This design comes from an exercise in tuning for small area, a short achievable clock period and few clock cycles per item on the open sky130 flow, not from production work. Only simulation tests tie the RTL to the original design; equivalence was not proved.

===== run.sh =====
#!/bin/bash
# synth_recipe.tcl (not shown) runs the flow's synth.tcl, then flattens the netlist and writes it again
# the make line also repeats each setting of config.mk as NAME=value (left out here)
make -C /OpenROAD-flow-scripts/flow DESIGN_CONFIG=/design/flow/config.mk WORK_HOME=/design/flow/orfs CLKGATE_MAP_FILE= SYNTH_SCRIPT=/design/flow/synth_recipe.tcl finish

===== config.mk =====
export PLATFORM = sky130hd
export DESIGN_NAME = modular_exponentiation
export DESIGN_NICKNAME = modular_exponentiation
export VERILOG_FILES = /design/flow/design.v
export SDC_FILE = /design/flow/constraint.sdc
export NUM_CORES = 4
export LEC_CHECK = 0
export CAP_MARGIN = 20
export CORE_MARGIN = 2
export CORE_UTILIZATION = 40
export SETUP_SLACK_MARGIN = 5
export SLEW_MARGIN = 20
export TNS_END_PERCENT = 5

===== constraint.sdc =====
create_clock -name core_clock -period 10.0 [get_ports {clk}]
set_input_delay 2.0000 -clock core_clock [delete_from_list [all_inputs] [get_ports {clk}]]
set_output_delay 2.0000 -clock core_clock [all_outputs]
set_load 0.01 [all_outputs]

===== design.v =====
`default_nettype none
package mexp_pkg;
  localparam int FIELD_W     = 62;
  localparam int IN_TDATA_W  = 192;
  localparam int OUT_TDATA_W = 64;
  localparam int PC_W        = 4;
  typedef logic [PC_W-1:0] pc_t;
  localparam pc_t STEP_IDLE     = 4'd0;
  localparam pc_t STEP_CHK_EXP  = 4'd1;
  localparam pc_t STEP_CHK_MOD  = 4'd2;
  localparam pc_t STEP_MOD      = 4'd3;
  localparam pc_t STEP_MOD_DONE = 4'd4;
  localparam pc_t STEP_LOOP     = 4'd5;
  localparam pc_t STEP_SETUP_A  = 4'd6;
  localparam pc_t STEP_MUL_A    = 4'd7;
  localparam pc_t STEP_STORE_A  = 4'd8;
  localparam pc_t STEP_SETUP_B  = 4'd9;
  localparam pc_t STEP_MUL_B    = 4'd10;
  localparam pc_t STEP_STORE_B  = 4'd11;
  localparam pc_t STEP_EMIT     = 4'd12;
  localparam pc_t STEP_RETURN   = 4'd13;
  typedef logic [3:0] op_t;
  localparam op_t OP_NOP = 4'd0;
  localparam op_t OP_LOAD = 4'd1;
  localparam op_t OP_SET_ONE = 4'd2;
  localparam op_t OP_CLR_ACC = 4'd3;
  localparam op_t OP_MOD_STEP = 4'd4;
  localparam op_t OP_MOD_DONE = 4'd5;
  localparam op_t OP_SETUP_A = 4'd6;
  localparam op_t OP_MUL_STEP = 4'd7;
  localparam op_t OP_STORE_A = 4'd8;
  localparam op_t OP_SETUP_B = 4'd9;
  localparam op_t OP_STORE_B = 4'd10;
  localparam op_t OP_EMIT = 4'd11;
  typedef logic [3:0] cond_t;
  localparam cond_t C_ALWAYS = 4'd0;
  localparam cond_t C_NO_INPUT = 4'd1;
  localparam cond_t C_EXP_ZERO = 4'd2;
  localparam cond_t C_MOD_ZERO = 4'd3;
  localparam cond_t C_CNT_MORE = 4'd4;
  localparam cond_t C_EBIT_CLEAR = 4'd5;
  localparam cond_t C_MUL_MORE = 4'd6;
  localparam cond_t C_EXP_MORE = 4'd7;
  localparam cond_t C_OUT_BUSY = 4'd8;
  typedef struct packed {
    op_t   op;
    cond_t cond;
    pc_t   target;
  } ctrl_t;
endpackage
`default_nettype wire
`default_nettype none
module mexp_add_mod #(
  parameter int WIDTH = 62
) (
  input  wire logic [WIDTH-1:0] x,
  input  wire logic [WIDTH-1:0] y,
  input  wire logic [WIDTH-1:0] m,
  output logic      [WIDTH-1:0] s
);
  logic [WIDTH:0] sum;
  logic [WIDTH:0] diff;
  always_comb begin
    sum  = {1'b0, x} + {1'b0, y};
    diff = sum - {1'b0, m};
    if (sum >= {1'b0, m}) begin
      s = diff[WIDTH-1:0];
    end else begin
      s = sum[WIDTH-1:0];
    end
  end
endmodule
`default_nettype wire
`default_nettype none
module modular_exponentiation #(
  parameter int WIDTH = 62,
  parameter int R     = 2
) (
  input  wire logic                                 clk,
  input  wire logic                                 rst_n,
  input  wire logic                                 in_tvalid,
  output logic                                      in_tready,
  input  wire logic [mexp_pkg::IN_TDATA_W-1:0]      in_tdata,
  output logic                                      out_tvalid,
  input  wire logic                                 out_tready,
  output logic      [mexp_pkg::OUT_TDATA_W-1:0]     out_tdata
);
  localparam int N  = 62;
  localparam int PW = 65;            
  localparam int FW = mexp_pkg::FIELD_W;
  typedef enum logic [3:0] {
    ST_IDLE  = 4'd0,
    ST_CHECK = 4'd1,
    ST_NORM  = 4'd2,
    ST_SETUP = 4'd3,
    ST_SETUP2 = 4'd9,
    ST_STEP  = 4'd4,
    ST_CPA   = 4'd5,
    ST_FIX   = 4'd6,
    ST_SHR   = 4'd7,
    ST_EMIT  = 4'd8
  } state_t;
  localparam logic [1:0] OP_RED = 2'd0;
  localparam logic [1:0] OP_SQR = 2'd1;
  localparam logic [1:0] OP_MUL = 2'd2;
  state_t            st_r;
  logic              in_ready_r;
  logic              out_valid_r;
  logic [1:0]        op_r;
  logic              pend_mul_r;
  logic [N-1:0]      m_r;
  logic [N-1:0]      e_r;
  logic [N-1:0]      b_r;
  logic [N-1:0]      acc_r;
  logic [PW-1:0]     s_r;
  logic [PW-1:0]     c_r;
  logic [5:0]        sh_r;           
  logic [5:0]        ecnt_r;         
  logic [6:0]        idx_r;          
  logic [5:0]        ng_r;           
  logic [R-1:0]      yd_r;           
  logic [R-1:0]      yn_r;           
  logic              neg_r;
  assign in_tready  = in_ready_r;
  assign out_tvalid = out_valid_r;
  assign out_tdata  = {2'b00, acc_r};
  logic [N-1:0]      yv;
  logic [N+R-1:0]    yext;
  logic [R-1:0]      ynext;
  assign yv   = (op_r == OP_SQR) ? acc_r : b_r;
  assign yext = {yv, {R{1'b0}}};
  logic [6:0]      fidx;           
  logic [N+R-1:0]  ysh;
  assign ysh   = yext >> (fidx + 7'd1);
  assign ynext = ysh[R-1:0];
  logic [5:0] lo;
  assign lo = (op_r == OP_RED) ? 6'd0 : sh_r;
  logic [7:0] ndig;       
  logic [7:0] ngrp8;
  logic [7:0] itop8;
  logic [5:0] ngrp;
  logic [6:0] itop;
  assign ndig  = 8'd62 - {2'b00, lo};
  assign ngrp8 = (ndig + 8'(R - 1)) / 8'(R);
  assign itop8 = {2'b00, lo} + 8'(R) * ngrp8 - 8'd1;
  assign ngrp  = ngrp8[5:0];
  assign itop  = itop8[6:0];
  assign fidx  = (st_r == ST_SETUP) ? itop : idx_r;
  logic [PW-1:0] xs;
  assign xs = {3'b000, acc_r};
  logic          grp_b;
  assign grp_b = m_r[N-2];
  logic [PW-1:0] m_pos, m_neg1, m_neg2;
  assign m_pos  = {3'b000, m_r};
  assign m_neg1 = ~{3'b000, m_r};
  assign m_neg2 = ~{2'b00, m_r, 1'b0};
  function automatic logic [2:0] qsel(input logic [6:0] st, input logic [6:0] ct,
                                      input logic y, input logic [3:0] xt, input logic gb);
    logic [6:0] t;
    logic       qm1, q1, q2;
    t   = st + ct + (y ? {3'b000, xt} : 7'd0);
    qm1 = (t ^ 7'h40) < 7'd60;
    q2  = gb ? ((t ^ 7'h40) >= 7'd83) : ((t ^ 7'h40) >= 7'd77);
    q1  = !q2 && ((t ^ 7'h40) >= 7'd67);
    qsel = {qm1, q1, q2};
  endfunction
  logic [2:0]         q0_r, q0_n;
  logic [R:0][PW-1:0] ss;
  logic [R:0][PW-1:0] cs;
  logic [R:0][2:0]    qs;
  logic [R:0]         yk;
  always_comb begin
    for (int k = 0; k < R; k++) yk[k] = yd_r[R-1-k];
    yk[R] = yn_r[R-1];
  end
  assign ss[0] = s_r;
  assign cs[0] = c_r;
  assign qs[0] = q0_r;
  logic [3:0][8:0] tv;
  assign tv[0] = 9'd0;
  assign tv[1] = m_pos[63:55];
  assign tv[2] = m_neg1[63:55];
  assign tv[3] = m_neg2[63:55];
  for (genvar k = 0; k < R; k++) begin : g_step
    logic [PW-1:0]   a, b2, yx, s1, c1, v;
    logic [11:0]     cq;
    assign a  = {ss[k][PW-2:0], 1'b0};
    assign b2 = {cs[k][PW-2:0], 1'b0};
    assign yx = yk[k] ? xs : '0;
    assign s1 = a ^ b2 ^ yx;
    assign c1 = {((a[PW-2:0] & b2[PW-2:0]) | (a[PW-2:0] & yx[PW-2:0]) | (b2[PW-2:0] & yx[PW-2:0])),
                 qs[k][1] | qs[k][0]};
    assign v  = qs[k][2] ? m_pos : (qs[k][1] ? m_neg1 : (qs[k][0] ? m_neg2 : '0));
    assign ss[k+1] = s1 ^ c1 ^ v;
    assign cs[k+1] = {((s1[PW-2:0] & c1[PW-2:0]) | (s1[PW-2:0] & v[PW-2:0]) | (c1[PW-2:0] & v[PW-2:0])), 1'b0};
    for (genvar j = 0; j < 4; j++) begin : g_cand
      logic [8:0] ns, nc;
      assign ns = s1[63:55] ^ c1[63:55] ^ tv[j];
      assign nc = {((s1[62:55] & c1[62:55]) | (s1[62:55] & tv[j][7:0]) | (c1[62:55] & tv[j][7:0])), 1'b0};
      assign cq[3*j +: 3] = qsel(ns[8:2], nc[8:2], yk[k+1], acc_r[61:58], grp_b);
    end
    assign qs[k+1] = qs[k][2] ? cq[5:3] : (qs[k][1] ? cq[8:6] : (qs[k][0] ? cq[11:9] : cq[2:0]));
  end
  logic [2:0] qfirst;
  assign qfirst = qsel(7'd0, 7'd0, yn_r[R-1], acc_r[61:58], grp_b);
  logic [PW-1:0] fs, fc, fsum;
  always_comb begin
    logic [PW-1:0] d;
    d   = neg_r ? m_pos : '0;
    fs  = s_r ^ c_r ^ d;
    fc  = ((s_r & c_r) | (s_r & d) | (c_r & d)) << 1;
    fsum = fs + fc;
  end
  state_t st_n;
  logic in_ready_n;
  logic out_valid_n;
  logic [1:0] op_n;
  logic pend_mul_n;
  logic [N-1:0] m_n;
  logic [N-1:0] e_n;
  logic [N-1:0] b_n;
  logic [N-1:0] acc_n;
  logic [PW-1:0] s_n;
  logic [PW-1:0] c_n;
  logic [5:0] sh_n;
  logic [5:0] ecnt_n;
  logic [6:0] idx_n;
  logic [5:0] ng_n;
  logic [R-1:0] yd_n;
  logic [R-1:0] yn_n;
  logic neg_n;
  always_comb begin
    st_n = st_r;
    in_ready_n = in_ready_r;
    out_valid_n = out_valid_r;
    op_n = op_r;
    pend_mul_n = pend_mul_r;
    m_n = m_r;
    e_n = e_r;
    b_n = b_r;
    acc_n = acc_r;
    s_n = s_r;
    c_n = c_r;
    sh_n = sh_r;
    ecnt_n = ecnt_r;
    idx_n = idx_r;
    ng_n = ng_r;
    yd_n = yd_r;
    yn_n = yn_r;
    neg_n = neg_r;
    q0_n = q0_r;
      case (st_r)
      ST_IDLE: begin
        if (in_tvalid) begin
          b_n         = in_tdata[WIDTH-1:0];
          e_n         = in_tdata[FW+WIDTH-1:FW];
          m_n         = in_tdata[2*FW+WIDTH-1:2*FW];
          acc_n       = 62'd1;
          sh_n        = '0;
          ecnt_n      = 6'd61;
          in_ready_n  = 1'b0;
          st_n        = ST_CHECK;
        end
      end
      ST_CHECK: begin
        if (e_r == '0) begin
          out_valid_n  = 1'b1;
          st_n         = ST_EMIT;
        end else if (m_r == '0) begin
          acc_n        = '0;
          out_valid_n  = 1'b1;
          st_n         = ST_EMIT;
        end else begin
          st_n  = ST_NORM;
        end
      end
      ST_NORM: begin
        if (!m_r[N-1]) begin
          m_n    = m_r << 1;
          acc_n  = acc_r << 1;
          sh_n   = sh_r + 6'd1;
        end
        if (!e_r[N-1]) begin
          e_n     = e_r << 1;
          ecnt_n  = ecnt_r - 6'd1;
        end
        if (m_r[N-1] && e_r[N-1]) begin
          op_n  = OP_RED;
          st_n  = ST_SETUP;
        end
      end
      ST_SETUP: begin
        idx_n  = itop - 7'(R);
        yn_n   = ynext;
        ng_n   = ngrp;
        s_n    = '0;
        c_n    = '0;
        neg_n  = 1'b0;
        st_n   = ST_SETUP2;
      end
      ST_SETUP2: begin
        yd_n   = yn_r;
        yn_n   = ynext;
        idx_n  = idx_r - 7'(R);
        q0_n   = qfirst;
        st_n   = ST_STEP;
      end
      ST_STEP: begin
        s_n    = ss[R];
        c_n    = cs[R];
        q0_n   = qs[R];
        yd_n   = yn_r;
        yn_n   = ynext;
        idx_n  = idx_r - 7'(R);
        ng_n   = ng_r - 6'd1;
        if (ng_r == 6'd1) st_n  = ST_CPA;
      end
      ST_CPA, ST_FIX: begin
        acc_n  = fsum[N-1:0];
        if (op_r == OP_RED) b_n  = fsum[N-1:0];
        if (st_r == ST_CPA && fsum[PW-1]) begin
          neg_n  = 1'b1;
          st_n   = ST_FIX;
        end else begin
          if (op_r == OP_SQR && pend_mul_r) begin
            op_n  = OP_MUL;
            st_n  = ST_SETUP;
          end else if (ecnt_r != '0) begin
            e_n         = e_r << 1;
            ecnt_n      = ecnt_r - 6'd1;
            pend_mul_n  = e_r[N-2];
            op_n        = OP_SQR;
            st_n        = ST_SETUP;
          end else begin
            st_n  = ST_SHR;
          end
        end
      end
      ST_SHR: begin
        if (sh_r != '0) begin
          acc_n  = acc_r >> 1;
          sh_n   = sh_r - 6'd1;
        end
        if (sh_r <= 6'd1) begin
          out_valid_n  = 1'b1;
          st_n         = ST_EMIT;
        end
      end
      ST_EMIT: begin
        if (out_tready) begin
          out_valid_n  = 1'b0;
          in_ready_n   = 1'b1;
          st_n         = ST_IDLE;
        end
      end
      default: st_n  = ST_IDLE;
    endcase
  end
  always_ff @(posedge clk) begin
    if (!rst_n) begin
      st_r        <= ST_IDLE;
      in_ready_r  <= 1'b1;
      out_valid_r <= 1'b0;
    end else begin
      st_r        <= st_n;
      in_ready_r  <= in_ready_n;
      out_valid_r <= out_valid_n;
    end
  end
  always_ff @(posedge clk) begin
    op_r <= op_n;
    pend_mul_r <= pend_mul_n;
    m_r <= m_n;
    e_r <= e_n;
    b_r <= b_n;
    acc_r <= acc_n;
    s_r <= s_n;
    c_r <= c_n;
    sh_r <= sh_n;
    ecnt_r <= ecnt_n;
    idx_r <= idx_n;
    ng_r <= ng_n;
    yd_r <= yd_n;
    yn_r <= yn_n;
    neg_r <= neg_n;
    q0_r <= q0_n;
  end
endmodule
`default_nettype wire

==> out/metrics.yaml, run 1 <==
setup_viol_count_final: 0
layout_common_cells: "nand2_1 (524), edfxtp_1 (413), inv_1 (376), fa_1 (365), clkdlybuf4s50_1 (253)"
htreeDepth: 2
start_util_pct: 40.3
grt_pass1_vias: 31400
route.met2.wl_um: 66700
yosys_warnings: 1
final_core_util_pct: 48.5
fin_cells: 5295
worstPathRequired_ns: 10.35
rsz0062_at_grt: "true"
worstSetupStartpointType: "register"
fp.dieH_um: 313
postCtsHoldBufs: 0
crit_type: "reg2reg"
fin_nets: 4720
async_flop_share_pct: 0
cts_tree: "done"
clockRootBuffer: "clkbuf_16"
io_pins: 262
numCtsBuffers: 49
maxUsedRoutingLayer: "met5"
drv_slew: 0
antenna_left: 0
fin_skew_ns: 0.0307
max_slew_margin_pct: 30.0
synth.distinct_cells: 95
syn_inst: 3771
grt_start_max_net_pins: 114
post-route-period-util_pct: 57.3
die_area_mm2: 0.0980
cp_slowest_cell: "fa_1"
die_w_um: 313
cts_buffer_depth: 3
path_common_cell: "fa_1"
remaining_drc_errors: 0
outcome: "finished clean"
drt_iter0_drc: 2971
finalHoldViolations: 0
viasPerCell: 5.81
synth.cell_area_mm2: 0.0382
path_clk_slew_ns: 0.06
area_growth_syn_to_layout_pct: 20.5
antenna_found_initial: 4
rows: 113
ys_seq_elements: 419
grt_first_pass_wirelength_um: 204000
design.core.area_mm2: 0.0949
synth_ff_type: "edfxtp_1"
gp_congestion: 0.938
io_buffers: 253
critPathArrivalTime_ns: 6.08
wl_met3_um: 10600
drtPass1Iterations: 6
grt_use_total_pct: 27.8
dr_total_vias: 30800
maxCapViolations: 0
fin_crit_ns: 5.73
critPathCaptureType: "register"
fill_cells: 8653
max_stage_delay_ns: 0.62
synth_edf_count: 413
worst_slew_pin_slew_ns: 1.05
placedCellCount: 5097
route.detailed.wl_per_inst_um: 26.0
tns_ns: 0
final_common_cell: "nand2_1"
hpwl_um: 95200
synth_area_per_cell_um2: 10.1
cts_sinks: 419
ys_seq_area_share_pct: 32.8
max_freq_mhz: 174
clk_latency_ns: 0.64
layout-drive-gt1-share_pct: 11.7
wl_met1_um: 52200
min_path_type: "reg2reg"
worstPathCellList: "buf_12, buf_4, and2_1, fa_1, inv_1, fa_1, inv_1, ha_1, ha_1, nor3b_2, o22ai_2, xnor2_2, or4b_1, nor4bb_4, buf_12, buf_16, nor2_1, a211oi_2, fa_1, nor2_1"
overflow: 0
routed_wl_um: 138000
critical_path.max_fanout: 7
## layout make-up
class	count	area [um^2]	area share, %
multi-input combinational	2697	24100	52.4
sequential	419	12500	27.2
timing repair buffer	423	4580	9.96
tap	1265	1580	3.44
inverter	397	1510	3.29
clock buffer	57	1260	2.73
clock inverter	35	439	0.954
antenna	2	5.00	0.0109
## critical path, delay by kind of cell, from the launching register on
kind | cells | cell delay, ns
AOI/OAI and AO/OA | 2 | 0.20
DFF | 1 | 0.49
and+or+nand+nor | 6 | 1.32
xor gates and xnor gates | 1 | 0.21
adders and majority gates | 5 | 2.30
buffers and inverters | 6 | 0.91
## per-layer routing
metal / vias up / GRT usage, %
met1: 15500 / 34.3
li1: 13600 / -
met2: 1326 / 46.5
met5: - / 0
met4: 4 / 14.1
met3: 334 / 5.54
## worst paths after layout
path	start	to	slack [ns]	cells past startpoint
setup / recovery	yd_r[1]	s_r[61]	4.27	20
hold / removal	yn_r[0]	yd_r[0]	0.44	0
setup reg to reg	yd_r[1]	s_r[61]	4.27	20
hold reg to reg	yn_r[0]	yd_r[0]	0.44	0
## metrics by stage
stage	instance area (um^2)	setup WS (ns)	hold WS, ns
after CTS	45400	4.32	0.435
after floorplan	38200	3.60	0.400
after global routing	46000	4.04	0.453
after global placement	41900	2.88	0.413
final	46000	4.27	0.438
after detailed placement	41900	2.79	0.429
## sequential cells by signal, summed over array words and instances, names as in the netlist
signal and count:
in_ready_r 1, st_r 4, ng_r 6, op_r 2, e_r 62, ecnt_r 6
b_r 62, neg_r 1, yd_r 2, acc_r 62, m_r 62, q0_r 3
c_r 64, s_r 65, out_valid_r 1, yn_r 2, sh_r 6, pend_mul_r 1
idx_r 7
## cell families (layout without fill, tap and decap cells)
| logic type | count (synthesis) | in the layout | synth area share, % |
|---|---|---|---|
| other | 1 | 4 | 0.00982 |
| AND/OR/NAND/NOR | 1116 | 1116 | 13.7 |
| multiplexers | 160 | 160 | 5.21 |
| XOR/XNOR | 121 | 121 | 2.79 |
| buffers and inverters | 656 | 912 | 6.71 |
| AO/OA/AOI/OAI | 761 | 761 | 13.7 |
| adder cells (fa/ha/maj) | 537 | 537 | 25.1 |
| flip-flops | 419 | 419 | 32.8 |
## synth_stat cells (9+ instances only)
library cell	count	area, um^2
a211oi_1	27	203
a21o_1	53	398
a21oi_1	121	606
a221o_1	14	140
a22o_1	64	561
a22oi_1	47	353
a31oi_1	29	181
and2_1	82	513
and3_1	136	851
buf_1	12	45.0
buf_2	24	120
clkbuf_1	213	800
edfxtp_1	413	12400
fa_1	382	7650
ha_1	155	1940
inv_1	391	1470
mux2_2	9	101
mux2i_1	121	1210
mux4_2	26	586
nand2_1	531	1990
nand2b_1	23	144
nand3_1	28	140
nand4_1	29	181
nor2_1	163	612
nor2b_1	13	81.3
nor3_1	32	160
nor4_1	37	231
o21a_1	10	75.1
o21ai_0	180	901
o21bai_1	14	105
o221ai_1	59	517
o22ai_1	50	313
o311ai_0	9	78.8
o31ai_1	11	82.6
xnor2_1	67	587
xor2_1	53	464
## timing repair
action	4_1_cts	5_1_grt
pin swaps	43	42
buffers inserted	52	27
resized for setup	178	57
hold endpoints to repair	0	0
gates cloned	20	3
setup endpoints to repair	270	247
Testbench counts, summed over its fixed seeds: cycles 601,749, items 192.
==> run 2: changes to the inputs <==
--- a/config.mk
+++ b/config.mk
@@ -10,4 +10,4 @@
 export CORE_UTILIZATION = 40
 export SETUP_SLACK_MARGIN = 5
 export SLEW_MARGIN = 20
-export TNS_END_PERCENT = 5
+export TNS_END_PERCENT = 1
==> run 2 against run 1 <==
Against the previous run: die area unchanged; clock skew is essentially flat; count of clock-buffer cells in the layout is the same; register-to-register slack got worse by 0.06 ns; wire length shrank 0.78%; fmax decreased by 0.99%; synthesized area did not move; setup slack got worse by 0.058 ns; critical path depth did not move; via count down 0.23%; synthesized cell count unchanged.
==> out/metrics.yaml, run 2 <==
outcome: "finished clean"
remaining_drc_errors: 0  # unchanged
worstSetupStartpointType: "register"
rr_worst_depth: 20  # unchanged
cts_buffer_depth: 3  # unchanged
finalHoldViolations: 0  # unchanged
overflow: 0  # unchanged
max_freq_mhz: 173  # -0.99%
largest_reg_flops: 65  # unchanged
post-route-period-util_pct: 57.9  # +0.58 points
synth_edf_count: 413  # unchanged
dr_total_vias: 30700  # -0.23%
grt_use_total_pct: 27.7  # -0.14 points
rsz0062_at_grt: "true"
io_pins: 262  # unchanged
timing.rr.end: "s_r[51]"
synth.cell_area_mm2: 0.0382  # unchanged
layout_common_cells: "nand2_1 (524), edfxtp_1 (413), inv_1 (378), fa_1 (366), clkdlybuf4s50_1 (253)"
synth_area_per_cell_um2: 10.1  # unchanged
fp.dieH_um: 313  # unchanged
cts_sinks: 419  # unchanged
area_growth_syn_to_layout_pct: 19.0
ys_seq_elements: 419  # unchanged
die_w_um: 313  # unchanged
hpwl_um: 95200  # unchanged
synth_top_family_by_area: "adder cells"
synth.most_common_cell: "nand2_1"
cts_tree: "done"
die_area_mm2: 0.0980  # unchanged
grt_start_max_net_pins: 114  # unchanged
numCtsBuffers: 49  # unchanged
worstPathRequired_ns: 10.40  # +0.05 ns
yosys.area.top_type: "edfxtp_1"
hold_depth: 0  # unchanged
reg.largest.list: "s_r: 65 flops, c_r: 64 flops"
whs_endpoint: "yd_r[0]"
synth-xor-area-share_pct: 2.79  # unchanged
final_common_cell: "nand2_1"
design.core.area_mm2: 0.0949  # unchanged
synth.distinct_cells: 95  # unchanged
critPathArrivalTime_ns: 6.19  # +0.11 ns
fin_crit_ns: 5.79  # +0.0575 ns
ys_seq_area_share_pct: 32.8  # unchanged
clk_latency_ns: 0.64  # about the same
grt_pass1_vias: 31300  # -0.28%
grt_first_pass_wirelength_um: 203000  # -0.41%
syn_inst: 3771  # unchanged
clockRootBuffer: "clkbuf_16"
start_util_pct: 40.3  # unchanged
synth_ff_type: "edfxtp_1"
min_from: "yn_r[0]"
antenna_found_initial: 4  # unchanged
synth_fa_ha_area_share_pct: 25.1  # unchanged
fin_nets: 4695  # -0.53%
crit_type: "reg2reg"
yosys_warnings: 1  # unchanged
synth_area_leaders: "edfxtp_1 (32%), fa_1 (20%), nand2_1 (5.2%)"
max_slew_margin_pct: 20.2  # -9.8 points
synth_top_cells_by_count: "nand2_1 (531), edfxtp_1 (413), inv_1 (391), fa_1 (382), clkbuf_1 (213)"
htreeDepth: 2  # unchanged
synth_mux_area_share_pct: 5.21  # unchanged
drv_slew: 0  # unchanged
setup_viol_count_final: 0  # unchanged
antenna_left: 0  # unchanged
async_flop_share_pct: 0  # unchanged
drtPass1Iterations: 6  # unchanged
layout-drive-gt1-share_pct: 10.5  # -1.2 points
regMostFlops: "s_r"
reg2reg_slack_ns: 4.21  # -0.06 ns
worst_slew_pin_slew_ns: 1.20  # +0.149 ns
gp_congestion: 0.938  # unchanged
path_clk_slew_ns: 0.06  # about the same
rows: 113  # unchanged
viasPerCell: 5.82  # +0.25%
synth_top_area_share_pct: 32.5  # unchanged
tns_ns: 0  # unchanged
drt_iter0_drc: 2890  # -2.7%
maxCapViolations: 0  # unchanged
min_path_type: "reg2reg"
placedCellCount: 5097  # unchanged
synth_compound_area_share_pct: 13.7  # unchanged
postCtsHoldBufs: 0  # unchanged
critical_path.max_fanout: 14  # +7
reg2reg_from: "yd_r[1]"
critPathCaptureType: "register"
io_buffers: 253  # unchanged
fin_skew_ns: 0.0307  # -0.00000330 ns
routed_wl_um: 137000  # -0.78%
yosys.area_share.simple_pct: 13.7  # unchanged
route.detailed.wl_per_inst_um: 26.0  # -0.31%
fin_cells: 5270  # -0.47%
run 2: cell count changes in the layout (fill, tap and decap cells not counted), sizes merged:
cell    before  now
clkbuf      60   59
buf        161  137
run 2: stage by stage:
step | utilization (%) | worst slack (ns) | instance area, um^2 | hold slack (ns)
after global routing | 47.9 | 4.06 | 45500 | 0.453
after global placement | 44.2 | 2.88 | 41900 | 0.413
after CTS | 47.6 | 4.32 | 45100 | 0.435
after floorplan | - | 3.60 | 38200 | 0.400
after detailed placement | 44.2 | 2.79 | 41900 | 0.429
final | 47.9 | 4.21 | 45500 | 0.439
run 2: area by class of cell:
cell class,count,area (um^2)
timing repair buffer,398,4250
multi-input combinational,2697,23900
antenna,2,5.00
tap,1265,1580
sequential,419,12500
clock buffer,57,1260
fill,8688,49400
clock inverter,35,439
inverter,397,1510
run 2: what timing repair did:
action / 4_1_cts / 5_1_grt
endpoints found under the setup margin: 270 / 306
pin swaps: 37 / 20
setup buffers: 44 / 15
cloned: 17 / 2
resized for setup: 151 / 35
run 2: logic make-up after synthesis:
logic type / Yosys count
DFF: 419
adders and majority gates: 537
AOI/OAI and AO/OA: 761
xor gates and xnor gates: 121
and+or+nand+nor: 1116
muxes: 160
other: 1
buffers and inverters: 656
run 2: worst max-delay path by stage:
stage / startpoint / end / slack [ns] / cells after the start
final: yd_r[1] / s_r[51] / 4.21 / 20
after global routing: yd_r[1] / q0_r[1] / 4.06 / 19
after CTS: acc_r[58] / s_r[5] / 4.32 / 20
after detailed placement: q0_r[2] / q0_r[0] / 2.79 / 24
after global placement: q0_r[2] / q0_r[0] / 2.88 / 24
after floorplan: neg_r / e_r[0] / 3.60 / 13
run 2: per-layer routing:
| layer | GRT usage, % | up-vias | part of all wire (%) |
|---|---|---|---|
| li1 | - | 13600 | - |
| met1 | 34.3 | 15500 | 38 |
| met2 | 46.5 | 1333 | 49 |
| met3 | 5.12 | 303 | 7.9 |
| met4 | 13.6 | 2 | 5.7 |
| met5 | 0 | - | 0.0095 |
run 2: critical path: stages (launching register included):
cell and delay (ns):
edfxtp_1 0.50, nand2_1 0.14, fa_1 0.45, buf_4 0.16
fa_1 0.51, fa_1 0.54, inv_1 0.05, ha_2 0.18
fa_2 0.39, xor2_2 0.17, a211o_1 0.31, or2_0 0.21
a211o_1 0.27, nor3b_1 0.17, a211oi_4 0.22, buf_4 0.18
buf_16 0.20, buf_12 0.15, o221ai_4 0.11, fa_1 0.46
and3_1 0.15
==> run 3: changes to the inputs <==
--- a/design.v
+++ b/design.v
@@ -204,12 +204,12 @@
   logic [2:0] qfirst;
   assign qfirst = qsel(7'd0, 7'd0, yn_r[R-1], acc_r[61:58], grp_b);
   logic [PW-1:0] fs, fc, fsum;
+  mexp_bk_add #(.W(PW)) u_cpa (.a(fs), .b(fc), .s(fsum));
   always_comb begin
     logic [PW-1:0] d;
     d   = neg_r ? m_pos : '0;
     fs  = s_r ^ c_r ^ d;
     fc  = ((s_r & c_r) | (s_r & d) | (c_r & d)) << 1;
-    fsum = fs + fc;
   end
   state_t st_n;
   logic in_ready_n;
@@ -387,3 +387,34 @@
   end
 endmodule
 `default_nettype wire
+`default_nettype none
+module mexp_bk_add #(
+  parameter int W = 65
+) (
+  input  wire logic [W-1:0] a,
+  input  wire logic [W-1:0] b,
+  output logic      [W-1:0] s
+);
+  logic [W-1:0] p0, g, p;
+  always_comb begin
+    p0 = a ^ b;
+    g  = a & b;
+    p  = p0;
+    for (int l = 0; (1 << l) < W; l++) begin
+      for (int i = (2 << l) - 1; i < W; i += (2 << l)) begin
+        g[i] = g[i] | (p[i] & g[i - (1 << l)]);
+        p[i] = p[i] & p[i - (1 << l)];
+      end
+    end
+    for (int l = 6; l >= 0; l--) begin
+      if ((2 << l) < W) begin
+        for (int i = 3 * (1 << l) - 1; i < W; i += (2 << l)) begin
+          g[i] = g[i] | (p[i] & g[i - (1 << l)]);
+          p[i] = p[i] & p[i - (1 << l)];
+        end
+      end
+    end
+    s = p0 ^ {g[W-2:0], 1'b0};
+  end
+endmodule
+`default_nettype wire
--- a/config.mk
+++ b/config.mk
@@ -8,6 +8,6 @@
 export CAP_MARGIN = 20
 export CORE_MARGIN = 2
 export CORE_UTILIZATION = 40
-export SETUP_SLACK_MARGIN = 5
+export SETUP_SLACK_MARGIN = 4
 export SLEW_MARGIN = 20
-export TNS_END_PERCENT = 1
+export TNS_END_PERCENT = 5
==> run 3 against run 2 <==
Against the previous run: still clean; cell count is 5.6% lower; first-iteration DRC count down 12%; clock skew grew 0.016 ns; critical endpoint is now q0_r[1]; largest cell class unchanged.
==> out/metrics.yaml, run 3 <==
regMostFlops: "s_r"
worstSetupStartpointType: "register"
synth_top_area_share_pct: 33.4  # +0.96 points
critPathArrivalTime_ns: 6.26  # +0.07 ns
io_pins: 262  # unchanged
layout_setup_ws_ns: 4.11  # -0.0959 ns
yosys.area.top_type: "edfxtp_1"
gp_congestion: 0.883  # -5.8%
hold_depth: 0  # unchanged
antenna_found_initial: 3  # -1
remaining_drc_errors: 0  # unchanged
grt_use_total_pct: 24.9  # -2.9 points
dp_slack_ns: 3.09  # +0.294 ns
finalHoldViolations: 0  # unchanged
post-route-period-util_pct: 58.9  # +0.96 points
cp_slowest_cell: "fa_2"
cts_tree: "done"
worst_slew_pin_slew_ns: 1.11  # -0.0841 ns
drtPass1Iterations: 8  # +2
fin_nets: 4451  # -5.2%
rsz0062_at_grt: "true"
synth.distinct_cells: 89  # -6.3%
viasPerCell: 5.63  # -3.3%
timing.rr.end: "q0_r[1]"
synth.most_common_cell: "nand2_1"
tns_ns: 0  # unchanged
path_clk_slew_ns: 0.06  # about the same
overflow: 0  # unchanged
dr_total_vias: 28000  # -8.7%
async_flop_share_pct: 0  # unchanged
die_w_um: 309  # -1.4%
antenna_left: 0  # unchanged
start_util_pct: 40.4  # +0.16 points
htreeDepth: 2  # unchanged
synth_edf_count: 413  # unchanged
whs_endpoint: "yd_r[0]"
synth_area_per_cell_um2: 10.6  # +4.5%
ys_seq_elements: 419  # unchanged
largest_reg_flops: 65  # unchanged
route.detailed.wl_per_inst_um: 24.2  # -6.9%
reg2reg_slack_ns: 4.11  # -0.10 ns
area_growth_syn_to_layout_pct: 17.9
final_common_cell: "nand2_1"
outcome: "finished clean"
synth.cell_area_mm2: 0.0371  # -2.9%
fin_crit_ns: 5.89  # +0.0959 ns
max_freq_mhz: 170  # -1.6%
clockRootBuffer: "clkbuf_16"
min_from: "yn_r[0]"
worstPathCellList: "buf_12, nand2_1, fa_2, inv_4, fa_1, fa_2, fa_1, fa_1, ha_2, fa_2, xor2_2, or3_4, a22oi_2, nor2_1, a211o_1, nand3_1, o211ai_1, o31a_1"
io_buffers: 253  # unchanged
cts_buffer_depth: 3  # unchanged
routed_wl_um: 120000  # -12%
reg2reg_from: "yd_r[1]"
yosys_warnings: 2  # +1
fp.dieH_um: 309  # -1.4%
critical_path.max_fanout: 6  # -8
maxCapViolations: 0  # unchanged
hpwl_um: 84500  # -11%
synth_top_cells_by_count: "nand2_1 (494), edfxtp_1 (413), fa_1 (411), inv_1 (391), and2_1 (199)"
drv_slew: 0  # unchanged
min_path_type: "reg2reg"
critPathCaptureType: "register"
rr_worst_depth: 18  # -10%
grt_first_pass_wirelength_um: 179000  # -12%
numCtsBuffers: 53  # +8.2%
layout-drive-gt1-share_pct: 9.28  # -1.3 points
synth_area_leaders: "edfxtp_1 (33%), fa_1 (22%), ha_1 (5.2%)"
layout_common_cells: "nand2_1 (490), edfxtp_1 (413), fa_1 (398), inv_1 (381), clkdlybuf4s50_1 (253)"
worstPathRequired_ns: 10.37  # -0.03 ns
design.core.area_mm2: 0.0918  # -3.2%
grt_pass1_vias: 28600  # -8.5%
grt_start_max_net_pins: 78  # -32%
final_core_util_pct: 47.7  # -0.25 points
drt_iter0_drc: 2536  # -12%
ys_seq_area_share_pct: 33.7  # +0.97 points
reg.largest.list: "s_r: 65 flops, c_r: 64 flops"
postCtsHoldBufs: 0  # unchanged
crit_type: "reg2reg"
die_area_mm2: 0.0952  # -2.8%
synth_ff_type: "edfxtp_1"
fin_skew_ns: 0.0464  # +0.0157 ns
syn_inst: 3504  # -7.1%
max_stage_delay_ns: 0.66  # +0.12 ns
max_slew_margin_pct: 25.8  # +5.6 points
cts_sinks: 419  # unchanged
setup_viol_count_final: 0  # unchanged
rows: 111  # -1.8%
clk_latency_ns: 0.65  # about the same
## run 3: changes by cell type after synthesis, moves of 15 or more
cell      change
and3_1      -124
and2_1      +117
o21ai_0      -83
clkbuf_1     -42
nand2_1      -37
nor2_1       -30
fa_1         +29
a21oi_1      -22
xor2_1       -22
buf_1        +20
a221o_1      +17
a31oi_1      -15
## run 3: layout make-up
| type | count | area [um^2] |
|---|---|---|
| Inverter | 401 | 1520 |
| Clock buffer | 59 | 1350 |
| Clock inverter | 37 | 337 |
| Timing Repair Buffer | 350 | 3550 |
| Fill cell | 8442 | 48000 |
| Multi-Input combinational cell | 2464 | 22900 |
| Antenna cell | 1 | 2.50 |
| Sequential cell | 419 | 12500 |
| Tap cell | 1243 | 1560 |
## run 3: cells by family after synthesis
| logic type | after synthesis | share of synthesized area (%) |
|---|---|---|
| flops | 419 | 33.7 |
| mux | 165 | 5.34 |
| simple gates | 1008 | 12.8 |
| compound gates | 626 | 11.9 |
| fa+ha+maj | 566 | 27.4 |
| other cells | 1 | 0.0101 |
| buf+inv | 623 | 6.46 |
| xor+xnor | 96 | 2.32 |
## run 3: worst max-delay path, delay by kind of cell (launching register included)
family / cells / cell delay, ns
simple gates: 4 / 0.60
fa+ha+maj: 7 / 3.40
flops: 1 / 0.41
compound gates: 4 / 0.83
buf+inv: 2 / 0.22
xor+xnor: 1 / 0.18
## run 3: how the worst max path moves through the flow
stage	slack, ns	startpoint	depth (start not counted)	end
2_1_floorplan	3.54	neg_r	11	e_r[0]
3_3_place_gp	3.11	yd_r[1]	19	s_r[43]
3_5_place_dp	3.09	yd_r[1]	19	s_r[46]
4_1_cts	3.89	yd_r[1]	20	q0_r[1]
5_1_grt	3.91	yd_r[1]	21	s_r[59]
6_report	4.11	yd_r[1]	18	q0_r[1]
## run 3: metrics by stage
step           cell area [um^2]  instances  hold slack, ns
6_report                  43800       4974           0.476
5_1_grt                   43800       4973           0.463
4_1_cts                   42700       4925           0.464
3_5_place_dp              40800       4820           0.419
3_3_place_gp              40800       4820           0.441
2_1_floorplan             37100       3505           0.400
## run 3: what timing repair did
item,in CTS,in global routing
setup buffers,7,42
gates resized for setup,39,110
pin swaps,1,34
setup endpoints to repair,219,220
cloned,2,6
## run 3: per-layer routing
metal  part of all wire, %  vias up  track usage (%)
li1                      -    12500                -
met1                    42    14200             33.8
met2                    47     1105             40.6
met3                   7.9      179             4.61
met4                   3.1        2             7.27
met5                 0.011        -                0
Testbench counts of run 3, summed over its fixed seeds: cycles 601,749, items 192.
==> run 4: changes to the inputs <==
--- a/config.mk
+++ b/config.mk
@@ -8,6 +8,6 @@
 export CAP_MARGIN = 20
 export CORE_MARGIN = 2
 export CORE_UTILIZATION = 40
-export SETUP_SLACK_MARGIN = 4
+export SETUP_SLACK_MARGIN = 5
 export SLEW_MARGIN = 20
 export TNS_END_PERCENT = 5
==> run 4 against run 3 <==
Against the previous run: sequential cell count did not move; register-to-register slack improved by 0.12 ns.
==> out/metrics.yaml, run 4 <==
htreeDepth: 2  # unchanged
hpwl_um: 85200  # +0.88%
rsz0062_at_grt: "true"
synth_top_cells_by_count: "nand2_1 (494), edfxtp_1 (413), fa_1 (411), inv_1 (391), and2_1 (199)"
hold_depth: 0  # unchanged
final_core_util_pct: 48.5  # +0.80 points
worstPathRequired_ns: 10.41  # +0.04 ns
drv_slew: 0  # unchanged
met3_usage_pct: 4.39  # -0.22 points
io_pins: 262  # unchanged
ys_seq_area_share_pct: 33.7  # unchanged
whs_endpoint: "yd_r[0]"
start_util_pct: 40.4  # unchanged
route.detailed.wl_per_inst_um: 24.5  # +1.5%
yosys_warnings: 2  # unchanged
grt_start_max_net_pins: 115  # +47%
ys_seq_elements: 419  # unchanged
clk_latency_ns: 0.66  # about the same
cts_sinks: 419  # unchanged
antenna_found_initial: 4  # +1
min_path_type: "reg2reg"
overflow: 0  # unchanged
reg2reg_from: "yd_r[1]"
antenna_cells: 0  # -1
grtUsageMet2_pct: 41.2  # +0.64 points
critical_path.max_fanout: 7  # +1
dr_total_vias: 28300  # +0.99%
crit_type: "reg2reg"
grt-busiest-layer: "met2"
critPathCaptureType: "register"
post-route-period-util_pct: 57.7  # -1.2 points
critPathArrivalTime_ns: 6.17  # -0.09 ns
synth_ff_type: "edfxtp_1"
timing.rr.end: "q0_r[0]"
viasPerCell: 5.68  # +0.89%
hold_ws_ns: 0.424  # -0.0523 ns
synth.most_common_cell: "nand2_1"
max_slew_margin_pct: 25.6  # -0.19 points
grt_pass1_vias: 28900  # +0.76%
antenna_left: 0  # unchanged
worst_slew_pin_slew_ns: 1.11  # -0.00742 ns
remaining_drc_errors: 0  # unchanged
finalHoldViolations: 0  # unchanged
rows: 111  # unchanged
min_from: "yn_r[0]"
layout_common_cells: "nand2_1 (488), edfxtp_1 (413), fa_1 (390), inv_1 (376), clkdlybuf4s50_1 (253)"
fin_skew_ns: 0.0491  # +0.00270 ns
die_area_mm2: 0.0952  # unchanged
multi_input_area_mm2: 0.0233  # +1.6%
use_met1_pct: 35.3  # +1.5 points
reg2reg_slack_ns: 4.23  # +0.12 ns
cts_tree: "done"
regMostFlops: "s_r"
max_freq_mhz: 173  # +2.1%
setup_viol_count_final: 0  # unchanged
drtPass1Iterations: 5  # -3
drt_iter0_drc: 2344  # -7.6%
grt_first_pass_wirelength_um: 183000  # +2.5%
synth_area_leaders: "edfxtp_1 (33%), fa_1 (22%), ha_1 (5.2%)"
layout-drive-gt1-share_pct: 10.8  # +1.5 points
cts_buffer_depth: 3  # unchanged
fin_nets: 4456  # +0.11%
synth_area_per_cell_um2: 10.6  # unchanged
synth.distinct_cells: 89  # unchanged
clockRootBuffer: "clkbuf_16"
async_flop_share_pct: 0  # unchanged
reg.largest.list: "s_r: 65 flops, c_r: 64 flops"
design.core.area_mm2: 0.0918  # unchanged
fp.dieH_um: 309  # unchanged
gp_congestion: 0.900  # +1.9%
grt_use_total_pct: 25.7  # +0.81 points
worstSetupStartpointType: "register"
regArea_mm2: 0.0125  # about the same
final_common_cell: "nand2_1"
io_buffers: 253  # unchanged
numCtsBuffers: 52  # -1.9%
maxCapViolations: 0  # unchanged
yosys.area.top_type: "edfxtp_1"
die_w_um: 309  # unchanged
path_clk_slew_ns: 0.06  # about the same
startpoint: "yd_r[1]"
area_growth_syn_to_layout_pct: 19.9
tns_ns: 0  # unchanged
synth_top_area_share_pct: 33.4  # unchanged
rr_worst_depth: 20  # +2
routed_wl_um: 122000  # +1.6%
syn_inst: 3504  # unchanged
fill_cells: 8376  # -0.78%
synth_edf_count: 413  # unchanged
synth.cell_area_mm2: 0.0371  # unchanged
outcome: "finished clean"
fin_crit_ns: 5.77  # -0.122 ns
largest_reg_flops: 65  # unchanged
## run 4: cell types whose count changed in the layout (fill, tap and decap cells not counted), moves of 6 or more
cell | previous run | this run
clkbuf_16 | 59 | 52
bufbuf_16 | 1 | 7
fa_1 | 398 | 390
o221ai_1 | 11 | 2
fa_2 | 13 | 21
o221ai_4 | 3 | 15
## run 4: per-stage QoR
| step | setup slack, ns | std cells | cell area, um^2 |
|---|---|---|---|
| floorplan | 4.56 | 3505 | 37700 |
| global route | 4.08 | 4979 | 44500 |
| global placement | 3.24 | 4823 | 41200 |
| CTS | 4.27 | 4968 | 44300 |
| detailed placement | 3.16 | 4823 | 41200 |
| finish | 4.23 | 4979 | 44500 |
## run 4: worst max-delay path: stages, from the launching register on
cell and delay (ns):
edfxtp_1 0.39, buf_12 0.15, nand2_2 0.05, fa_2 0.60, inv_4 0.05, fa_1 0.50, fa_2 0.64, inv_2 0.08
fa_1 0.49, inv_1 0.06, fa_1 0.55, ha_1 0.18, inv_1 0.07, fa_2 0.41, xor2_2 0.20, or2_2 0.31
o2bb2ai_1 0.12, nand2_1 0.08, a31oi_2 0.22, o31ai_1 0.10, a31oi_1 0.28
## run 4: layout make-up
cell class / instances / area share, %
multi-input combinational: 2464 / 52.3
sequential: 419 / 28.2
timing repair buffer: 356 / 8.50
tap: 1243 / 3.50
inverter: 401 / 3.44
clock buffer: 56 / 2.96
clock inverter: 40 / 1.13
## run 4: cells by family after synthesis
group                    after synthesis  share of synthesized area [%]
AO/OA/AOI/OAI                        626                           11.9
XOR/XNOR                              96                           2.32
adder cells (fa/ha/maj)              566                           27.4
buffers and inverters                623                           6.46
flip-flops                           419                           33.7
multiplexers                         165                           5.34
other                                  1                         0.0101
AND/OR/NAND/NOR                     1008                           12.8
## run 4: repair_timing
| item | CTS | global route |
|---|---|---|
| resized for setup | 115 | 24 |
| pin swaps | 36 | 14 |
| endpoints found under the setup margin | 247 | 250 |
| hold buffers | 0 | 0 |
| buffers inserted | 38 | 11 |
| cloned | 11 | 0 |
## run 4: worst max-delay path by stage
stage,end,depth (start not counted),slack (ns)
4_1_cts,q0_r[1],19,4.27
5_1_grt,s_r[54],20,4.08
6_report,q0_r[0],20,4.23
2_1_floorplan,q0_r[1],21,4.56
3_3_place_gp,s_r[28],19,3.24
3_5_place_dp,s_r[28],19,3.16
## run 4: metal layers
| metal | share of wire, % | up-vias |
|---|---|---|
| li1 | - | 12500 |
| met4 | 3.4 | 6 |
| met5 | 0.034 | - |
| met2 | 46 | 1215 |
| met3 | 8.1 | 198 |
| met1 | 42 | 14400 |
==> run 5: changes to the inputs <==
--- a/config.mk
+++ b/config.mk
@@ -5,6 +5,7 @@
 export SDC_FILE = /design/flow/constraint.sdc
 export NUM_CORES = 4
 export LEC_CHECK = 0
+export ABC_AREA = 1
 export CAP_MARGIN = 20
 export CORE_MARGIN = 2
 export CORE_UTILIZATION = 40
==> run 5 against run 4 <==
Against the previous run: fmax grew 6.2%; cell area grew 2.2%; sequential cell count is the same; global-route usage grew 0.32 points; clock skew shrank 0.0061 ns; critical path depth grew 11; register-to-register slack gained 0.34 ns; synthesized area grew 1.9%; cell count grew 14%; critical path type unchanged.
==> out/metrics.yaml, run 5 <==
outcome: "finished clean"
path_common_cell: "buf_6"
cp_slowest_cell: "fa_2"
synth_top_area_share_pct: 32.8  # -0.62 points
rr_worst_depth: 31  # +55%
reg2reg_from: "yd_r[1]"
hpwl_um: 88400  # +3.7%
design.core.area_mm2: 0.0935  # +1.8%
multi_input_area_mm2: 0.0223  # -4.4%
largest_reg_flops: 65  # unchanged
maxCapViolations: 0  # unchanged
rows: 112  # +0.90%
htreeDepth: 2  # unchanged
layout-drive-gt1-share_pct: 11.2  # +0.47 points
fill_cells: 8760  # +4.6%
synth_ff_type: "edfxtp_1"
tns_ns: 0  # unchanged
synth_edf_count: 413  # unchanged
clk_latency_ns: 0.64  # -0.02 ns
synth_area_per_cell_um2: 9.18  # -13%
area_growth_syn_to_layout_pct: 20.3
whs_endpoint: "yd_r[0]"
viasPerCell: 5.47  # -3.7%
drv_slew: 0  # unchanged
syn_inst: 4119  # +18%
max_slew_margin_pct: 27.8  # +2.2 points
worstPathRequired_ns: 10.35  # -0.06 ns
crit_family: "adder cells"
path_clk_slew_ns: 0.06  # about the same
numCtsBuffers: 53  # +1.9%
ys_seq_area_share_pct: 33.1  # -0.62 points
crit_type: "reg2reg"
max_stage_delay_ns: 0.59  # -0.05 ns
synth.most_common_cell: "nand2_1"
postCtsHoldBufs: 0  # unchanged
antenna_left: 0  # unchanged
crit_buf_inv: 10  # +5
layout_common_cells: "nand2_1 (802), inv_1 (763), edfxtp_1 (413), fa_1 (379), nor2_1 (259)"
ys_seq_elements: 419  # unchanged
timing.rr.end: "s_r[19]"
gp_congestion: 0.884  # -1.9%
drtPass1Iterations: 7  # +2
fin_nets: 5147  # +16%
synth.cell_area_mm2: 0.0378  # +1.9%
layout_setup_ws_ns: 4.57  # +0.338 ns
rsz0062_at_grt: "true"
max_freq_mhz: 184  # +6.2%
grt_pass1_vias: 30600  # +6.1%
synth_top_cells_by_count: "nand2_1 (835), inv_1 (797), edfxtp_1 (413), fa_1 (411), nor2_1 (270)"
setup_viol_count_final: 0  # unchanged
post-route-period-util_pct: 54.3  # -3.4 points
grt_start_max_net_pins: 92  # -20%
remaining_drc_errors: 0  # unchanged
synth.distinct_cells: 62  # -30%
route.detailed.wl_per_inst_um: 22.7  # -7.7%
critPathArrivalTime_ns: 5.78  # -0.39 ns
reg.largest.list: "s_r: 65 flops, c_r: 64 flops"
regMostFlops: "s_r"
reg2reg_slack_ns: 4.57  # +0.34 ns
async_flop_share_pct: 0  # unchanged
io_pins: 262  # unchanged
clockRootBuffer: "clkbuf_16"
yosys.area.top_type: "edfxtp_1"
start_util_pct: 40.4  # about the same
routed_wl_um: 129000  # +5.3%
cts_tree: "done"
critPathCaptureType: "register"
fp.dieH_um: 311  # +0.93%
placedCellCount: 5480  # +14%
min_path_type: "reg2reg"
fin_cells: 5680  # +14%
overflow: 0  # unchanged
finalHoldViolations: 0  # unchanged
yosys_warnings: 2  # unchanged
final_common_cell: "nand2_1"
hold_depth: 0  # unchanged
die_w_um: 311  # +0.93%
die_area_mm2: 0.0970  # +1.9%
fin_skew_ns: 0.0430  # -0.00612 ns
dp_slack_ns: 2.61  # -0.549 ns
cts_sinks: 419  # unchanged
min_from: "yn_r[0]"
grt_first_pass_wirelength_um: 191000  # +4.4%
synth_area_leaders: "edfxtp_1 (33%), fa_1 (22%), nand2_1 (8.3%)"
worst_slew_pin_slew_ns: 1.08  # -0.0228 ns
dr_total_vias: 31100  # +9.9%
drt_iter0_drc: 3117  # +33%
grt_use_total_pct: 26.0  # +0.32 points
critical_path.max_fanout: 5  # -2
fin_crit_ns: 5.43  # -0.338 ns
regArea_mm2: 0.0125  # about the same
antenna_found_initial: 5  # +1
worstSetupStartpointType: "register"
cts_buffer_depth: 3  # unchanged
io_buffers: 253  # unchanged
run 5: area by class of cell:
class | count | area share [%]
clock inverter | 34 | 1.18
tap | 1254 | 3.45
clock buffer | 61 | 2.98
inverter | 816 | 6.83
timing repair inverter | 1 | 0.0138
timing repair buffer | 381 | 9.02
multi-input combinational | 2713 | 49.0
sequential | 419 | 27.5
antenna | 1 | 0.00550
run 5: worst max path at each step:
stage,slack [ns],startpoint,endpoint,cells after the start
after floorplan,3.80,neg_r,e_r[0],20
final,4.57,yd_r[1],s_r[19],31
after detailed placement,2.61,yd_r[1],s_r[27],20
after global placement,2.73,yd_r[1],s_r[26],20
after global routing,4.37,yd_r[1],q0_r[0],25
after CTS,4.55,yd_r[1],q0_r[1],23
run 5: layer usage:
layer  track usage, %  vias to the layer above  share of wire [%]
met5                0                        -              0.032
met4             9.94                        6                4.5
met3             4.02                      265                8.6
met2             41.6                     1403                 46
met1             35.5                    15400                 41
li1                 -                    14000                  -
run 5: kinds of logic (layout without fill, tap and decap cells):
family                   count (synthesis)  after routing  share of synthesized area (%)
other                                    1              3                        0.00992
AO/OA/AOI/OAI                          656            656                           12.3
XOR/XNOR                                80             80                           1.89
adder cells (fa/ha/maj)                566            566                           26.9
AND/OR/NAND/NOR                       1400           1404                           15.3
buffers and inverters                  992           1293                           10.4
flip-flops                             419            419                           33.1
multiplexers                             5              5                          0.132
run 5: repair_timing:
item,4_1_cts,5_1_grt
pin swaps,69,74
gates resized for setup,166,112
gates cloned,17,4
buffers inserted,64,19
endpoints found under the setup margin,206,227
run 5: stage by stage:
| stage | utilization (%) | area (um^2) | hold WS, ns |
|---|---|---|---|
| after CTS | 47.9 | 44700 | 0.439 |
| after global routing | 48.6 | 45500 | 0.453 |
| after floorplan | - | 37800 | 0.400 |
| after global placement | 44.2 | 41300 | 0.409 |
| after detailed placement | 44.2 | 41300 | 0.413 |
| final | 48.6 | 45500 | 0.436 |
==> run 6: changes to the inputs <==
--- a/config.mk
+++ b/config.mk
@@ -5,10 +5,9 @@
 export SDC_FILE = /design/flow/constraint.sdc
 export NUM_CORES = 4
 export LEC_CHECK = 0
-export ABC_AREA = 1
 export CAP_MARGIN = 20
 export CORE_MARGIN = 2
 export CORE_UTILIZATION = 40
 export SETUP_SLACK_MARGIN = 5
 export SLEW_MARGIN = 20
-export TNS_END_PERCENT = 5
+export TNS_END_PERCENT = 0
==> run 6 against run 5 <==
Against the previous run: wire length is 7.4% lower; clock skew is 0.011 ns higher; via count is 10% lower; utilization is 0.64 points lower; still clean; synthesized area is 1.9% lower; synthesized cell count is 15% lower; die area is 1.8% lower; largest cell class unchanged.
==> out/metrics.yaml, run 6 <==
critPathCaptureType: "register"
crit_buf_inv: 5  # -5
post-route-period-util_pct: 57.9  # +3.6 points
cts_buffer_depth: 3  # unchanged
overflow: 0  # unchanged
critPathArrivalTime_ns: 6.17  # +0.39 ns
synth-xor-area-share_pct: 2.32  # +0.43 points
cts_tree: "done"
postCtsHoldBufs: 0  # unchanged
regArea_mm2: 0.0125  # unchanged
clockRootBuffer: "clkbuf_16"
fill_cells: 8439  # -3.7%
synth_fa_ha_area_share_pct: 27.4  # +0.51 points
die_area_mm2: 0.0952  # -1.8%
multi_input_area_mm2: 0.0232  # +4.1%
async_flop_share_pct: 0  # unchanged
max_slew_margin_pct: 28.5  # +0.72 points
io_buffers: 253  # unchanged
route.detailed.wl_per_inst_um: 24.0  # +5.8%
grt_start_max_net_pins: 71  # -23%
final_core_util_pct: 48.0  # -0.64 points
worst_slew_pin_slew_ns: 1.07  # -0.0108 ns
worstSetupStartpointType: "register"
final_common_cell: "nand2_1"
crit_family: "adder cells"
regMostFlops: "s_r"
synth_area_leaders: "edfxtp_1 (33%), fa_1 (22%), ha_1 (5.2%)"
viasPerCell: 5.63  # +2.8%
finalHoldViolations: 0  # unchanged
layout-drive-gt1-share_pct: 10.0  # -1.2 points
largest_reg_flops: 65  # unchanged
antenna_found_initial: 3  # -2
ys_seq_area_share_pct: 33.7  # +0.62 points
max_freq_mhz: 173  # -6.2%
clk_latency_ns: 0.65  # about the same
tns_ns: 0  # unchanged
drtPass1Iterations: 5  # -2
start_util_pct: 40.4  # about the same
synth_compound_area_share_pct: 11.9  # -0.35 points
synth_area_per_cell_um2: 10.6  # +15%
remaining_drc_errors: 0  # unchanged
htreeDepth: 2  # unchanged
fin_nets: 4449  # -14%
dr_total_vias: 28000  # -10%
synth.distinct_cells: 89  # +44%
synth.cell_area_mm2: 0.0371  # -1.9%
grt_use_total_pct: 25.0  # -0.93 points
reg2reg_from: "yd_r[1]"
antenna_left: 0  # unchanged
hold_depth: 0  # unchanged
whs_endpoint: "yd_r[0]"
cts_sinks: 419  # unchanged
drv_slew: 0  # unchanged
setup_viol_count_final: 0  # unchanged
synth_edf_count: 413  # unchanged
path_clk_slew_ns: 0.06  # about the same
area_growth_syn_to_layout_pct: 18.8
layout_common_cells: "nand2_1 (489), edfxtp_1 (413), fa_1 (392), inv_1 (374), clkdlybuf4s50_1 (253)"
io_pins: 262  # unchanged
routed_wl_um: 119000  # -7.4%
design.core.area_mm2: 0.0918  # -1.8%
syn_inst: 3504  # -15%
placed_area_mm2: 0.0412  # -0.37%
yosys.area.top_type: "edfxtp_1"
timing.rr.end: "s_r[51]"
synth_mux_area_share_pct: 5.34  # +5.2 points
rows: 111  # -0.89%
min_from: "yn_r[0]"
cp_slowest_cell: "fa_2"
reg2reg_slack_ns: 4.21  # -0.36 ns
outcome: "finished clean"
synth_top_family_by_area: "adder cells"
max_stage_delay_ns: 0.61  # +0.02 ns
grt_pass1_vias: 28800  # -6.1%
fin_crit_ns: 5.79  # +0.359 ns
grt_first_pass_wirelength_um: 180000  # -6.0%
ys_seq_elements: 419  # unchanged
rr_worst_depth: 20  # -35%
synth.most_common_cell: "nand2_1"
drt_iter0_drc: 2436  # -22%
die_w_um: 309  # -0.92%
hpwl_um: 85000  # -3.8%
yosys.area_share.simple_pct: 12.8  # -2.5 points
worstPathCellList: "buf_6, nand2_2, fa_2, inv_4, fa_1, fa_1, inv_2, ha_4, fa_2, xor2_2, a211oi_2, nand2_1, mux2_4, or4_4, and3_4, buf_12, clkbuf_16, o221ai_4, fa_1, and2_1"
min_path_type: "reg2reg"
fin_skew_ns: 0.0536  # +0.0106 ns
yosys_warnings: 2  # unchanged
maxCapViolations: 0  # unchanged
final_cell_area_mm2: 0.0441  # -3.1%
crit_type: "reg2reg"
synth_top_area_share_pct: 33.4  # +0.62 points
synth_top_cells_by_count: "nand2_1 (494), edfxtp_1 (413), fa_1 (411), inv_1 (391), and2_1 (199)"
synth_ff_type: "edfxtp_1"
numCtsBuffers: 52  # -1.9%
gp_congestion: 0.890  # +0.72%
rsz0062_at_grt: "true"
worstPathRequired_ns: 10.38  # +0.03 ns
path_common_cell: "fa_1"
critical_path.max_fanout: 6  # +1
reg.largest.list: "s_r: 65 flops, c_r: 64 flops"
fp.dieH_um: 309  # -0.92%
==> run 6: cell types whose count changed after synthesis, moves of 48 or more <==
| cell | delta |
|---|---|
| o22ai_1 | +48 |
| inv_1 | -406 |
| nand3_1 | -164 |
| a21o_1 | +52 |
| nand2_1 | -341 |
| nor2_1 | -137 |
| o21ai_0 | -84 |
| a21oi_1 | -72 |
| clkbuf_1 | +59 |
| mux2i_1 | +129 |
| and2_1 | +197 |
| o221ai_1 | -58 |
==> run 6: worst reg2reg max path: cells and delay by family (launching register included) <==
| kind | cells | cell delay [ns] |
|---|---|---|
| adder cells (fa/ha/maj) | 6 | 2.63 |
| AO/OA/AOI/OAI | 2 | 0.41 |
| AND/OR/NAND/NOR | 5 | 1.09 |
| XOR/XNOR | 1 | 0.17 |
| buffers and inverters | 5 | 0.63 |
| multiplexers | 1 | 0.28 |
| flip-flops | 1 | 0.37 |
==> run 6: per-stage QoR <==
step,instances,setup slack [ns],hold WS (ns)
after global routing,4972,4.11,0.477
after detailed placement,4821,3.13,0.428
after global placement,4821,3.12,0.436
final,4973,4.21,0.478
after CTS,4961,4.37,0.473
after floorplan,3505,4.56,0.400
==> run 6: final cells by class <==
type                    instances  share of cell area, %
diodes                          2                 0.0114
well taps                    1243                   3.53
inverters                     401                   3.48
repair buffers                350                   8.08
multi-input cells            2463                   52.6
clock buffers                  60                   3.02
flip-flops and latches        419                   28.4
clock inverters                35                  0.872
==> run 6: cells by family after synthesis <==
kind of cell | count (synthesis)
adder cells (fa/ha/maj) | 566
XOR/XNOR | 96
other | 1
multiplexers | 165
buffers and inverters | 623
flip-flops | 419
AND/OR/NAND/NOR | 1008
AO/OA/AOI/OAI | 626
==> run 6: routing by layer <==
layer	up-vias	global-route usage (%)	part of all wire [%]	routed length, um
met2	1127	40.4	46	55400
met3	170	5.11	8.8	10500
met5	-	0	0.023	27
li1	12500	-	-	-
met1	14200	34.4	42	49900
met4	4	6.75	2.8	3340
==> run 6: how the worst max path moves through the flow <==
stage	endpoint	slack [ns]	cells after the start	start
floorplan	q0_r[1]	4.56	21	yd_r[1]
global placement	s_r[41]	3.12	18	yd_r[1]
detailed placement	s_r[31]	3.13	20	yd_r[1]
CTS	q0_r[1]	4.37	17	yd_r[1]
global route	s_r[51]	4.11	20	yd_r[1]
finish	s_r[51]	4.21	20	yd_r[1]
==> run 6: what timing repair did <==
action	CTS	global route
endpoints found under the setup margin	282	243
pin swaps	36	32
gates resized for setup	74	47
gates cloned	3	3
setup buffers	42	7

[static timing again, ports no longer ideal]
No port has a modelled driver above. Below, the same layouts with a new extraction and two added sets of constraints.
Step 1 sets driving cells, clkbuf_16 on the clock port and buf_2 on the other inputs (assumed; they add their load-dependent delay and slew).
Step 2 times the ports against the registers' clock, not the clock port: input delays grow and output delays shrink by t, the midpoint of the rising clock arrivals with the driver on.
a / b / c = no drivers / after step 1 / after step 2; a / b = the first two.
run	t, ns	setup WS [ns]	latest minus earliest clock arrival (ns)	worst slew at a driven data input, ns	pins driven straight from the clock port
run 1	0.699	4.265 / 4.265 / 4.265	0.032 / 0.033	0.09	1
run 2	0.695	4.208 / 4.208 / 4.208	0.033 / 0.032	0.08	1
run 3	0.699	4.112 / 4.112 / 4.112	0.047 / 0.047	0.08	1
run 4	0.702	4.234 / 4.234 / 4.234	0.049 / 0.050	0.08	1
run 5	0.691	4.572 / 4.572 / 4.572	0.043 / 0.043	0.07	1
run 6	0.696	4.213 / 4.213 / 4.213	0.053 / 0.054	0.08	1
After both steps setup and hold are still met in every run listed.
